This design comes from an exercise in tuning for small area on the open sky130 flow, not from production work.
Only simulation tests tie the RTL to the original design; equivalence was not proved.
Power and IR drop assume default switching activity.

// reg_bank_wb
module reg_bank_wb #(
    parameter logic [31:0] SP_INIT = 32'd227,
    parameter logic [31:0] RA_INIT = 32'd0,
    parameter int          BYPASS  = 1
) (
    input  logic        clk,
    input  logic        reset,
    input  logic        reg_write,
    input  logic [31:0] write_reg,
    input  logic [31:0] write_data,
    input  logic [4:0]  read_reg1,
    input  logic [4:0]  read_reg2,
    output logic [31:0] read_data1,
    output logic [31:0] read_data2,
    output logic        addr_err,
    output logic [4:0]  last_wr_idx
);
Size: roughly 3,700 cells after synthesis, ~1,000 flip-flops, ~150 I/O pins, ~43,000 um^2 of cells after synthesis.
==> flow/config.mk <==
export PLATFORM = sky130hd
export DESIGN_NAME = reg_bank_wb
export DESIGN_NICKNAME = reg_bank_wb
export VERILOG_FILES = /design/flow/design.v
export SDC_FILE = /design/flow/constraint.sdc
export NUM_CORES = 4
export LEC_CHECK = 0
export CAP_MARGIN = 20
export CORE_MARGIN = 2
export CORE_UTILIZATION = 60
export SETUP_SLACK_MARGIN = 0.1
export SLEW_MARGIN = 20
export SYNTH_HIERARCHICAL = 1
export SYNTH_MINIMUM_KEEP_SIZE = 0
# Extra ORFS settings appended to bench's config.mk by run.sh.
# Port buffers: the smallest buffer instead of the default delay cell.
export BUFFER_PORTS_ARGS = -buffer_cell sky130_fd_sc_hd__buf_1
# Clock tree: small clock buffers, no dummy loads.
export CTS_ARGS = -sink_clustering_enable -repair_clock_nets -dont_use_dummy_load -buf_list {sky130_fd_sc_hd__clkbuf_4 sky130_fd_sc_hd__clkbuf_8}
==> flow/constraint.sdc <==
create_clock -name core_clock -period 6.0 [get_ports {clk}]
set_input_delay 1.2000 -clock core_clock [delete_from_list [all_inputs] [get_ports {clk}]]
set_output_delay 1.2000 -clock core_clock [all_outputs]
set_load 0.01 [all_outputs]
standard.sh (not shown) runs the stock make flow with config.mk's settings and CLKGATE_MAP_FILE= SYNTH_SCRIPT=/design/flow/synth_recipe.tcl, a recipe that flattens the netlist after the stock synthesis.
==> flow/flow/run.sh <==
#!/bin/bash
# Own flow: the standard layout (standard.sh, unchanged synthesis) with a few
# extra ORFS settings from flow/extra.mk appended to config.mk.
set -euo pipefail
cat flow/extra.mk >> config.mk
bash standard.sh > flow_make.log 2>&1
==> flow/flow/extra.mk <==
# Extra ORFS settings appended to the standard flow's config.mk by run.sh.
# Port buffers: the smallest buffer instead of the default delay cell.
export BUFFER_PORTS_ARGS = -buffer_cell sky130_fd_sc_hd__buf_1
# Clock tree: small clock buffers, no dummy loads.
export CTS_ARGS = -sink_clustering_enable -repair_clock_nets -dont_use_dummy_load -buf_list {sky130_fd_sc_hd__clkbuf_4 sky130_fd_sc_hd__clkbuf_8}
The first run finished clean.
Edit:
==> flow/flow/extra.mk (replaced) <==
# Extra ORFS settings appended to the standard flow's config.mk by run.sh.
# Port buffers: the smallest buffer instead of the default delay cell.
export BUFFER_PORTS_ARGS = -buffer_cell sky130_fd_sc_hd__buf_1
# Clock tree: small clock buffers, no dummy loads.
export CTS_ARGS = -sink_clustering_enable -repair_clock_nets -dont_use_dummy_load -buf_list {sky130_fd_sc_hd__clkbuf_8} -sink_clustering_size 16 -sink_clustering_max_diameter 80
CAP_MARGIN = 0   (was 20)
CTS_ARGS = -sink_clustering_enable -repair_clock_nets -dont_use_dummy_load -buf_list {sky130_fd_sc_hd__clkbuf_8} -sink_clustering_size 16 -sink_clustering_max_diameter 80   (was -sink_clustering_enable -repair_clock_nets -dont_use_dummy_load -buf_list {sky130_fd_sc_hd__clkbuf_4 sky130_fd_sc_hd__clkbuf_8})
SLEW_MARGIN = 0   (was 20)
What happened:
- With this change the flow finished with capacitance limit, slew limit, setup timing left
- non-clock buffer count is lower by 9
- utilization came out lower by 2.0 points
- power falls by 11%
- worst setup slack gets worse by 0.074 ns
- cell count came out lower by 1.9%
- worst hold slack improves by 0.011 ns
- cell area drops by 3.0%
- via count went up by about 0.3%
- wire length went up by about 1.6%
- sequential share of layout area went up by 1.3 points
- first-iteration DRC count rises by about 3.2%

[what the ideal ports hide]
The flow's constraints put no driver on any port. The routed layouts listed below were extracted and timed again, unchanged, in two steps. Step 1 assumes that a clkbuf_16 drives the clock port and a buf_2 every other input. Step 2 moves the port delays by t, midway between the first and last clock arrival at a register: inputs arrive t later, outputs are due t later. That takes back most of the time a late clock gives input paths. Three values: no drivers, after step 1, after step 2; two values: the first two.
run | shift t [ns] | setup WS [ns] | clock arrival spread, ns | slew at the worst register clock pin (ns) | worst data-port slew with drivers (ns)
the first run | 0.867 | 0.074 / 0.048 / 0.048 | 0.099 / 0.099 | 0.07 / 0.07 | 0.13
the second run | 0.796 | 0.000 / -0.067 / -0.067 | 0.080 / 0.080 | 0.11 / 0.11 | 0.14
For the second run, which loses most, drivers alone change the setup slack by -0.067 ns; drivers and shift together by -0.067 ns.
